Source: an optimization exercise on an open RTL-to-GDS flow (aim: small area, a short achievable clock period and few clock cycles per item). Production flows keep margins and buffers that such runs may drop.
Only simulation tests tie the RTL to the original design; equivalence was not proved.

==> flow/design.v <==
package sha256_pkg;
	typedef logic [31:0] word_t;
	function automatic word_t init_h(input logic [2:0] i);
		word_t h;
		case (i)
			3'd0: h = 32'h6A09E667; 3'd1: h = 32'hBB67AE85;
			3'd2: h = 32'h3C6EF372; 3'd3: h = 32'hA54FF53A;
			3'd4: h = 32'h510E527F; 3'd5: h = 32'h9B05688C;
			3'd6: h = 32'h1F83D9AB; default: h = 32'h5BE0CD19;
		endcase
		init_h = h;
	endfunction
	function automatic word_t round_k(input logic [5:0] r);
		word_t k;
		case (r)
			6'd0: k = 32'h428A2F98; 6'd1: k = 32'h71374491; 6'd2: k = 32'hB5C0FBCF;
			6'd3: k = 32'hE9B5DBA5; 6'd4: k = 32'h3956C25B; 6'd5: k = 32'h59F111F1;
			6'd6: k = 32'h923F82A4; 6'd7: k = 32'hAB1C5ED5; 6'd8: k = 32'hD807AA98;
			6'd9: k = 32'h12835B01; 6'd10: k = 32'h243185BE; 6'd11: k = 32'h550C7DC3;
			6'd12: k = 32'h72BE5D74; 6'd13: k = 32'h80DEB1FE; 6'd14: k = 32'h9BDC06A7;
			6'd15: k = 32'hC19BF174; 6'd16: k = 32'hE49B69C1; 6'd17: k = 32'hEFBE4786;
			6'd18: k = 32'h0FC19DC6; 6'd19: k = 32'h240CA1CC; 6'd20: k = 32'h2DE92C6F;
			6'd21: k = 32'h4A7484AA; 6'd22: k = 32'h5CB0A9DC; 6'd23: k = 32'h76F988DA;
			6'd24: k = 32'h983E5152; 6'd25: k = 32'hA831C66D; 6'd26: k = 32'hB00327C8;
			6'd27: k = 32'hBF597FC7; 6'd28: k = 32'hC6E00BF3; 6'd29: k = 32'hD5A79147;
			6'd30: k = 32'h06CA6351; 6'd31: k = 32'h14292967; 6'd32: k = 32'h27B70A85;
			6'd33: k = 32'h2E1B2138; 6'd34: k = 32'h4D2C6DFC; 6'd35: k = 32'h53380D13;
			6'd36: k = 32'h650A7354; 6'd37: k = 32'h766A0ABB; 6'd38: k = 32'h81C2C92E;
			6'd39: k = 32'h92722C85; 6'd40: k = 32'hA2BFE8A1; 6'd41: k = 32'hA81A664B;
			6'd42: k = 32'hC24B8B70; 6'd43: k = 32'hC76C51A3; 6'd44: k = 32'hD192E819;
			6'd45: k = 32'hD6990624; 6'd46: k = 32'hF40E3585; 6'd47: k = 32'h106AA070;
			6'd48: k = 32'h19A4C116; 6'd49: k = 32'h1E376C08; 6'd50: k = 32'h2748774C;
			6'd51: k = 32'h34B0BCB5; 6'd52: k = 32'h391C0CB3; 6'd53: k = 32'h4ED8AA4A;
			6'd54: k = 32'h5B9CCA4F; 6'd55: k = 32'h682E6FF3; 6'd56: k = 32'h748F82EE;
			6'd57: k = 32'h78A5636F; 6'd58: k = 32'h84C87814; 6'd59: k = 32'h8CC70208;
			6'd60: k = 32'h90BEFFFA; 6'd61: k = 32'hA4506CEB; 6'd62: k = 32'hBEF9A3F7;
			default: k = 32'hC67178F2;
		endcase
		round_k = k;
	endfunction
	function automatic word_t rotr(input word_t x, input int unsigned n);
		rotr = (x >> n) | (x << (32 - n));
	endfunction
	function automatic word_t bsig0(input word_t x);
		bsig0 = rotr(x, 2) ^ rotr(x, 13) ^ rotr(x, 22);
	endfunction
	function automatic word_t bsig1(input word_t x);
		bsig1 = rotr(x, 6) ^ rotr(x, 11) ^ rotr(x, 25);
	endfunction
	function automatic word_t ssig0(input word_t x);
		ssig0 = rotr(x, 7) ^ rotr(x, 18) ^ (x >> 3);
	endfunction
	function automatic word_t ssig1(input word_t x);
		ssig1 = rotr(x, 17) ^ rotr(x, 19) ^ (x >> 10);
	endfunction
endpackage
module sha256_stream_hasher_top (
	input  logic       clk,
	input  logic       arst_n,
	input  logic       s_axis_tvalid,
	output logic       s_axis_tready,
	input  logic [7:0] s_axis_tdata,
	input  logic       s_axis_tuser,
	output logic       m_axis_tvalid,
	input  logic       m_axis_tready,
	output logic [7:0] m_axis_tdata,
	output logic       m_axis_tlast,
	input  logic       cfg_we,
	input  logic [5:0] cfg_wdata
);
	typedef logic [31:0] word_t;
	logic [5:0] dlen_q;
	always_ff @(posedge clk or negedge arst_n) begin
		if (!arst_n)
			dlen_q <= 6'd32;
		else if (cfg_we)
			dlen_q <= cfg_wdata;
	end
	logic       rdy_q;
	logic       v1_q, f1_q;
	logic [7:0] d1_q;
	logic       acc;
	assign s_axis_tready = rdy_q;
	assign acc = s_axis_tvalid && rdy_q;
	always_ff @(posedge clk or negedge arst_n) begin
		if (!arst_n)
			v1_q <= 1'b0;
		else
			v1_q <= acc;
	end
	always_ff @(posedge clk) begin
		f1_q <= s_axis_tuser;
		d1_q <= s_axis_tdata;
	end
	localparam logic [1:0] M_DATA = 2'd0, M_PAD = 2'd1, M_LEN = 2'd2;
	logic [511:0] blk_q;           
	logic [6:0]   fc_q, fc_base, fc_d;
	logic [1:0]   md_q, md_d;
	logic         nb_q;            
	logic         bfirst_q, blast_q;
	logic [60:0]  cnt_q;           
	logic         load;            
	logic         room, sh;
	logic [7:0]   sb;
	logic [63:0]  bitlen;
	logic         rdy_d;
	assign bitlen = {cnt_q, 3'b000};
	assign room = !fc_q[6] || load;
	assign fc_base = load ? 7'd0 : fc_q;
	always_comb begin
		sh = 1'b0;
		sb = 8'h00;
		md_d = md_q;
		case (md_q)
			M_DATA: begin
				sh = v1_q;
				sb = f1_q ? 8'h80 : d1_q;
				if (v1_q && f1_q)
					md_d = M_PAD;
			end
			M_PAD: sh = room;
			default: begin
				sh = 1'b1;
				sb = bitlen[8 * (7 - fc_q[2:0]) +: 8];
			end
		endcase
		fc_d = fc_base + 7'(sh);
		if (md_d == M_PAD && sh && fc_d == 7'd56)
			md_d = M_LEN;
		if (md_q == M_LEN && fc_d == 7'd64)
			md_d = M_DATA;
		rdy_d = md_d == M_DATA && !(acc && s_axis_tuser) &&
			(fc_d <= 7'd62 || (fc_d == 7'd63 && !acc));
	end
	always_ff @(posedge clk) begin
		if (sh)
			blk_q <= {blk_q[503:0], sb};
	end
	always_ff @(posedge clk or negedge arst_n) begin
		if (!arst_n) begin
			fc_q <= '0;
			md_q <= M_DATA;
			nb_q <= 1'b1;
			bfirst_q <= 1'b0;
			blast_q <= 1'b0;
			cnt_q <= '0;
			rdy_q <= 1'b0;
		end else begin
			fc_q <= fc_d;
			md_q <= md_d;
			rdy_q <= rdy_d;
			if (md_q == M_DATA && v1_q && !f1_q)
				cnt_q <= cnt_q + 61'd1;
			else if (md_q == M_LEN && fc_d == 7'd64)
				cnt_q <= '0;
			if (sh && fc_d == 7'd64) begin
				bfirst_q <= nb_q;
				blast_q <= md_q == M_LEN;
				nb_q <= md_q == M_LEN;
			end
		end
	end
	localparam logic [1:0] E_IDLE = 2'd0, E_ROUND = 2'd1, E_ADD = 2'd2, E_STALL = 2'd3;
	logic [1:0]  ph_q;             
	logic [1:0]  st_q;
	logic [5:0]  rc_q, rc_d;       
	word_t       kc_q;              
	logic        lq_q;             
	logic        nf_q, nl_q;       
	logic        f_q, l_q;         
	logic        viv_q;            
	logic        dpend_q;          
	word_t a_q, b_q, c_q, d_q, e_q, f_q2, g_q, h_q2;
	word_t p_q;                    
	logic [511:0] w_q;             
	word_t ha_q [4];               
	word_t he_q [4];               
	word_t w0, w1, w9, w14, wnew;
	word_t s0, s1, ch, mj, a_new, e_new;
	word_t t_s, t_c, e_s, e_c, u_s, u_c, v_s, v_c, q_s, q_c, x_s, x_c, y_s, y_c;
	function automatic logic [63:0] csa(input word_t x, input word_t y, input word_t z);
		word_t cy;
		cy = (x & y) | (z & (x | y));
		csa = {x ^ y ^ z, cy[30:0], 1'b0};
	endfunction
	word_t xa, xe, ya, ye, sa, se, iva, ive, a_in, e_in;
	logic  add, ivsel;
	assign w0  = w_q[511:480];
	assign w1  = w_q[479:448];
	assign w9  = w_q[223:192];
	assign w14 = w_q[63:32];
	assign {x_s, x_c} = csa(sha256_pkg::ssig1(w14), w9, sha256_pkg::ssig0(w1));
	assign {y_s, y_c} = csa(x_s, x_c, w0);
	assign wnew = y_s + y_c;
	assign s1 = sha256_pkg::bsig1(e_q);
	assign ch = (e_q & f_q2) ^ (~e_q & g_q);
	assign s0 = sha256_pkg::bsig0(a_q);
	assign mj = (a_q & b_q) | (c_q & (a_q | b_q));
	assign {t_s, t_c} = csa(p_q, s1, ch);
	assign {e_s, e_c} = csa(t_s, t_c, d_q);
	assign {u_s, u_c} = csa(t_s, t_c, s0);
	assign {v_s, v_c} = csa(u_s, u_c, mj);
	assign e_new = e_s + e_c;
	assign a_new = v_s + v_c;
	assign {q_s, q_c} = csa(g_q, kc_q, w0);
	assign add = st_q == E_ADD;
	assign iva = sha256_pkg::init_h({1'b0, ~ph_q});
	assign ive = sha256_pkg::init_h({1'b1, ~ph_q});
	assign xa = (add && f_q) ? iva : ha_q[3];
	assign xe = (add && f_q) ? ive : he_q[3];
	assign ya = add ? d_q : '0;
	assign ye = add ? h_q2 : '0;
	assign sa = xa + ya;
	assign se = xe + ye;
	assign ivsel = (add && l_q) || (st_q == E_IDLE && viv_q);
	assign a_in = ivsel ? iva : add ? sa : d_q;
	assign e_in = ivsel ? ive : add ? se : h_q2;
	assign rc_d = load ? 6'd0 : rc_q + 6'd1;
	assign load = fc_q[6] && ph_q == 2'd2 && (st_q == E_IDLE || st_q == E_ADD);
	always_ff @(posedge clk) begin
		a_q <= (st_q == E_ROUND) ? a_new : a_in;
		b_q <= a_q;
		c_q <= b_q;
		d_q <= c_q;
		e_q <= (st_q == E_ROUND) ? e_new : e_in;
		f_q2 <= e_q;
		g_q <= f_q2;
		h_q2 <= g_q;
		p_q <= q_s + q_c;
		kc_q <= sha256_pkg::round_k(rc_d);
		if (load)
			w_q <= blk_q;
		else
			w_q <= {w_q[479:0], wnew};
		ha_q[0] <= sa;
		ha_q[1] <= ha_q[0];
		ha_q[2] <= ha_q[1];
		ha_q[3] <= ha_q[2];
		he_q[0] <= se;
		he_q[1] <= he_q[0];
		he_q[2] <= he_q[1];
		he_q[3] <= he_q[2];
	end
	logic [4:0] kr_q;
	logic [5:0] nlim_q, ncap;
	logic       ov_q, ol_q;
	logic [7:0] od_q;
	logic       oload;
	word_t      hw;
	logic [1:0] hpos;
	logic [7:0] hbyte;
	logic       klast;
	assign ncap = (dlen_q > 6'd32) ? 6'd32 : dlen_q;
	assign hpos = kr_q[3:2] + ph_q;
	assign hw = kr_q[4] ? he_q[hpos] : ha_q[hpos];
	assign hbyte = hw[8 * (3 - kr_q[1:0]) +: 8];
	assign klast = {1'b0, kr_q} == nlim_q - 6'd1;
	assign oload = !ov_q || m_axis_tready;
	assign m_axis_tvalid = ov_q;
	assign m_axis_tdata = od_q;
	assign m_axis_tlast = ol_q;
	always_ff @(posedge clk) begin
		if (oload) begin
			od_q <= hbyte;
			ol_q <= klast;
		end
	end
	always_ff @(posedge clk or negedge arst_n) begin
		if (!arst_n) begin
			ph_q <= '0;
			st_q <= E_IDLE;
			rc_q <= '0;
			lq_q <= 1'b0;
			nf_q <= 1'b0;
			nl_q <= 1'b0;
			f_q <= 1'b0;
			l_q <= 1'b0;
			viv_q <= 1'b1;
			dpend_q <= 1'b0;
			kr_q <= '0;
			nlim_q <= '0;
			ov_q <= 1'b0;
		end else begin
			ph_q <= ph_q + 2'd1;
			rc_q <= rc_d;
			if (load) begin
				lq_q <= 1'b1;
				nf_q <= bfirst_q;
				nl_q <= blast_q;
			end
			if (ph_q == 2'd3) begin
				case (st_q)
					E_ROUND:
						if (rc_q == 6'd0)
							st_q <= dpend_q ? E_STALL : E_ADD;
					E_STALL:
						if (!dpend_q)
							st_q <= E_ADD;
					default:
						if (lq_q) begin
							st_q <= E_ROUND;
							lq_q <= 1'b0;
							f_q <= nf_q;
							l_q <= nl_q;
							viv_q <= 1'b0;
						end else begin
							st_q <= E_IDLE;
						end
				endcase
				if (add && l_q) begin
					viv_q <= !lq_q;
					dpend_q <= ncap != 6'd0;
					nlim_q <= ncap;
					kr_q <= '0;
				end
			end
			if (oload) begin
				ov_q <= dpend_q;
				if (dpend_q) begin
					kr_q <= kr_q + 5'd1;
					if (klast)
						dpend_q <= 1'b0;
				end
			end
		end
	end
endmodule
export LEC_CHECK = 0
export CAP_MARGIN = 20
export CORE_MARGIN = 2
export CORE_UTILIZATION = 45
export PLACE_DENSITY = 0.6
export SETUP_SLACK_MARGIN = 5
export SLEW_MARGIN = 20
create_clock -name core_clock -period 12.0 [get_ports {clk}]
run.sh (not shown) runs the stock make flow with config.mk's settings and CLKGATE_MAP_FILE= SYNTH_SCRIPT=/design/flow/synth_recipe.tcl, a recipe that flattens the netlist after the stock synthesis.
Testbench counts at the start, summed over its fixed seeds: cycles 53,092, bytes 44,000.
Then changed:
--- a/flow/design.v
+++ b/flow/design.v
@@ -162,10 +162,9 @@
 	end
 	localparam logic [1:0] E_IDLE = 2'd0, E_ROUND = 2'd1, E_ADD = 2'd2, E_STALL = 2'd3;
 	logic [1:0]  ph_q;             
 	logic [1:0]  st_q;
-	logic [5:0]  rc_q, rc_d;       
-	word_t       kc_q;              
+	logic [5:0]  rc_q;             
 	logic        lq_q;             
 	logic        nf_q, nl_q;       
 	logic        f_q, l_q;         
 	logic        viv_q;            
@@ -201,9 +200,9 @@
 	assign {u_s, u_c} = csa(t_s, t_c, s0);
 	assign {v_s, v_c} = csa(u_s, u_c, mj);
 	assign e_new = e_s + e_c;
 	assign a_new = v_s + v_c;
-	assign {q_s, q_c} = csa(g_q, kc_q, w0);
+	assign {q_s, q_c} = csa(g_q, sha256_pkg::round_k(rc_q), w0);
 	assign add = st_q == E_ADD;
 	assign iva = sha256_pkg::init_h({1'b0, ~ph_q});
 	assign ive = sha256_pkg::init_h({1'b1, ~ph_q});
 	assign xa = (add && f_q) ? iva : ha_q[3];
@@ -214,9 +213,8 @@
 	assign se = xe + ye;
 	assign ivsel = (add && l_q) || (st_q == E_IDLE && viv_q);
 	assign a_in = ivsel ? iva : add ? sa : d_q;
 	assign e_in = ivsel ? ive : add ? se : h_q2;
-	assign rc_d = load ? 6'd0 : rc_q + 6'd1;
 	assign load = fc_q[6] && ph_q == 2'd2 && (st_q == E_IDLE || st_q == E_ADD);
 	always_ff @(posedge clk) begin
 		a_q <= (st_q == E_ROUND) ? a_new : a_in;
 		b_q <= a_q;
@@ -226,9 +224,8 @@
 		f_q2 <= e_q;
 		g_q <= f_q2;
 		h_q2 <= g_q;
 		p_q <= q_s + q_c;
-		kc_q <= sha256_pkg::round_k(rc_d);
 		if (load)
 			w_q <= blk_q;
 		else
 			w_q <= {w_q[479:0], wnew};
@@ -240,9 +237,9 @@
 		he_q[1] <= he_q[0];
 		he_q[2] <= he_q[1];
 		he_q[3] <= he_q[2];
 	end
-	logic [4:0] kr_q;
+	logic [4:0] k_q;
 	logic [5:0] nlim_q, ncap;
 	logic       ov_q, ol_q;
 	logic [7:0] od_q;
 	logic       oload;
@@ -250,12 +247,12 @@
 	logic [1:0] hpos;
 	logic [7:0] hbyte;
 	logic       klast;
 	assign ncap = (dlen_q > 6'd32) ? 6'd32 : dlen_q;
-	assign hpos = kr_q[3:2] + ph_q;
-	assign hw = kr_q[4] ? he_q[hpos] : ha_q[hpos];
-	assign hbyte = hw[8 * (3 - kr_q[1:0]) +: 8];
-	assign klast = {1'b0, kr_q} == nlim_q - 6'd1;
+	assign hpos = k_q[3:2] + ph_q;
+	assign hw = k_q[4] ? he_q[hpos] : ha_q[hpos];
+	assign hbyte = hw[8 * (3 - k_q[1:0]) +: 8];
+	assign klast = {1'b0, k_q} == nlim_q - 6'd1;
 	assign oload = !ov_q || m_axis_tready;
 	assign m_axis_tvalid = ov_q;
 	assign m_axis_tdata = od_q;
 	assign m_axis_tlast = ol_q;
@@ -276,14 +273,14 @@
 			f_q <= 1'b0;
 			l_q <= 1'b0;
 			viv_q <= 1'b1;
 			dpend_q <= 1'b0;
-			kr_q <= '0;
+			k_q <= '0;
 			nlim_q <= '0;
 			ov_q <= 1'b0;
 		end else begin
 			ph_q <= ph_q + 2'd1;
-			rc_q <= rc_d;
+			rc_q <= load ? 6'd0 : rc_q + 6'd1;
 			if (load) begin
 				lq_q <= 1'b1;
 				nf_q <= bfirst_q;
 				nl_q <= blast_q;
@@ -310,15 +307,15 @@
 				if (add && l_q) begin
 					viv_q <= !lq_q;
 					dpend_q <= ncap != 6'd0;
 					nlim_q <= ncap;
-					kr_q <= '0;
+					k_q <= '0;
 				end
 			end
 			if (oload) begin
 				ov_q <= dpend_q;
 				if (dpend_q) begin
-					kr_q <= kr_q + 5'd1;
+					k_q <= k_q + 5'd1;
 					if (klast)
 						dpend_q <= 1'b0;
 				end
 			end
Utilization stays flat.
Sequential cell count goes down by 32.
Count of clock-buffer cells in the layout falls by 6.
Critical path depth went down by 2.
Testbench counts after the change, summed over its fixed seeds: cycles 53,092, bytes 44,000.

separate check: timing with driven ports:
How much do the figures lean on ideal ports? The routed layouts below were timed once more, with nothing changed but the port constraints.
Step 1 sets driving cells, clkbuf_16 on the clock port and buf_2 on the other inputs (assumed; they add their load-dependent delay and slew).
Step 2 times the ports against the registers' clock, not the clock port: input delays grow and output delays shrink by t, the midpoint of the rising clock arrivals with the driver on.
a / b / c = ideal ports / drivers / drivers and shift; a / b = the first two.
run	t (ns)	setup slack, ns	worst setup path at the end	latest minus earliest clock arrival (ns)
the first run	0.884	6.230 / 6.230 / 6.230	register to register	0.075 / 0.074
the second run	0.887	5.586 / 5.586 / 5.586	register to register	0.048 / 0.049
After both steps setup and hold are still met in every run listed.
